This design comes from an exercise in tuning for small area, a short achievable clock period and few clock cycles per item on the open sky130 flow, not from production work. Only simulation tests tie the RTL to the original design; equivalence was not proved. Power and IR drop assume default switching activity.

==> flow/design.v (excerpt) <==
module clock_source_selector_unit (
   input  logic                        clock,
   input  logic                        reset,
   input  logic                        req_valid,
   output logic                        req_stall,
   input  logic                        req_radio_new,
   input  logic [css_pkg::TIME_W-1:0]  req_radio_time,
   input  logic [css_pkg::DATE_W-1:0]  req_radio_date,
   input  logic                        req_rtc_new,
   input  logic [css_pkg::TIME_W-1:0]  req_rtc_time,
   input  logic [css_pkg::DATE_W-1:0]  req_rtc_date,
   input  logic                        req_internal_new,
   input  logic [css_pkg::TIME_W-1:0]  req_internal_time,
   input  logic [css_pkg::DATE_W-1:0]  req_internal_date,
   input  logic                        req_second_tick,
   input  logic                        req_rtc_write_done,
   input  logic                        req_internal_write_ok,
   output logic                        rsp_valid,
   input  logic                        rsp_stall,
   output logic [css_pkg::TIME_W-1:0]  rsp_final_time,
   output logic [css_pkg::DATE_W-1:0]  rsp_final_date,
   output logic                        rsp_final_synced,
   output logic [1:0]                  rsp_final_source,
   output logic                        rsp_rtc_write_req,
   output logic                        rsp_internal_write_req,
   output logic                        rsp_radio_synced,
   output logic                        rsp_rtc_synced,
   output logic                        rsp_internal_synced,
   input  logic                        csr_psel,
   input  logic                        csr_penable,
   input  logic                        csr_pwrite,
   input  logic [css_pkg::CSR_AW-1:0]  csr_paddr,
   input  logic [css_pkg::CSR_DW-1:0]  csr_pwdata,
   output logic [css_pkg::CSR_DW-1:0]  csr_prdata,
   output logic                        csr_pready
);
For scale: ~2000 cells after synthesis.
export LEC_CHECK = 0
export CAP_MARGIN = 20
export CORE_MARGIN = 2
export CORE_UTILIZATION = 40
export CTS_BUF_LIST = sky130_fd_sc_hd__clkbuf_4 sky130_fd_sc_hd__clkbuf_8
export SETUP_SLACK_MARGIN = 5
export SLEW_MARGIN = 20
create_clock -name core_clock -period 9.0 [get_ports {clock}]
standard.sh (not shown) runs the stock make flow with config.mk's settings and CLKGATE_MAP_FILE= SYNTH_SCRIPT=/design/flow/synth_recipe.tcl, a recipe that flattens the netlist after the stock synthesis.
==> flow/flow/run.sh <==
#!/bin/bash
# The standard layout, with plain buffers on the ports instead of the delay
# buffers buffer_ports picks by default. Each tool's output goes to its own log.
set -euo pipefail
export BUFFER_PORTS_ARGS="-buffer_cell sky130_fd_sc_hd__buf_1"
bash standard.sh > standard.log 2>&1
Testbench counts at the start, summed over its fixed seeds: cycles 12,008, items 12,000.
Edit:
Settings changed: ABC_AREA set to 1, CORE_UTILIZATION 40 to 60, CTS_BUF_LIST sky130_fd_sc_hd__clkbuf_4 sky130_fd_sc_hd__clkbuf_8 to not set.
Result: Final area is lower by a few percent; worst setup slack gains 160 ps; synthesized cell count climbs by roughly a tenth; die area went down by a quarter to a third; flip-flop and latch count is unchanged; final cell count came out higher slightly; sequential share of layout area is higher by 0.80 points; global-route usage climbs by 11 points; hold slack hardly moves; via count increases by a few percent; clock skew hardly moves.
Edit:
==> flow/run.sh (new file) <==
#!/bin/bash
# synth_recipe.tcl (not shown) runs the flow's synth.tcl, then flattens the netlist and writes it again
# the make line also repeats each setting of config.mk as NAME=value (left out here)
make -C /OpenROAD-flow-scripts/flow DESIGN_CONFIG=/design/flow/config.mk WORK_HOME=/design/flow/orfs CLKGATE_MAP_FILE= SYNTH_SCRIPT=/design/flow/synth_recipe.tcl finish
Settings changed: ABC_AREA 1 to not set, CORE_UTILIZATION 60 to 40.
removed: flow/flow/run.sh
removed: flow/standard.sh
- cell count barely changes
- via count goes down by 5.2%
- sequential share of layout area shrinks by 3.5 points
- clock skew is lower by 12 ps
- worst setup slack degrades by 31 ps
- combinational power climbs by 7.6%
- global-route usage goes down by 10 points
- total power increases by 6.7%
- fmax shrinks by 0.66%
- clock power climbs by about 10%
Edit:
==> flow/flow/run.sh (new file) <==
#!/bin/bash
# The standard layout, with plain buffers on the ports instead of the delay
# buffers buffer_ports picks by default. Each tool's output goes to its own log.
set -euo pipefail
export BUFFER_PORTS_ARGS="-buffer_cell sky130_fd_sc_hd__buf_1"
bash standard.sh > standard.log 2>&1
==> flow/standard.sh (new file) <==
#!/bin/bash
# synth_recipe.tcl (not shown) runs the flow's synth.tcl, then flattens the netlist and writes it again
# the make line also repeats each setting of config.mk as NAME=value (left out here)
make -C /OpenROAD-flow-scripts/flow DESIGN_CONFIG=/design/flow/config.mk WORK_HOME=/design/flow/orfs CLKGATE_MAP_FILE= SYNTH_SCRIPT=/design/flow/synth_recipe.tcl "${@:-finish}"
Settings changed: ABC_AREA set to 1.
removed: flow/run.sh
Effect: Critical path depth came out higher by 22; total power goes down by 2.7%; clock-buffer cell count rose by 6.

-- what the ideal ports hide --
Ports are ideal in the flow. The routed layouts listed here were re-timed in OpenROAD. Step 1 assumes that a clkbuf_16 drives the clock port and a buf_2 every other input. Step 2 adds t to the input delays and takes it off the output delays; t is the mean of the earliest and latest rising clock arrival at the registers after step 1. Input paths then give back, and output paths get back, about the clock's delay inside the block. a / b / c = ideal / step 1 / step 2; a / b = the first two.
| run | t (ns) | setup slack, ns | slew at the worst register clock pin (ns) |
|---|---|---|---|
| the first run | 0.674 | 4.249 / 4.225 / 3.551 | 0.07 / 0.07 |
| the second run | 0.611 | 4.409 / 4.406 / 3.795 | 0.07 / 0.07 |
| the third run | 0.631 | 4.378 / 4.367 / 3.737 | 0.07 / 0.07 |
| the fourth run | 0.641 | 4.523 / 4.525 / 3.884 | 0.06 / 0.06 |
After both steps every run listed still meets setup and hold. The setup slack of the first run, which loses most, moves by -0.024 ns with the drivers and by -0.698 ns with both steps.
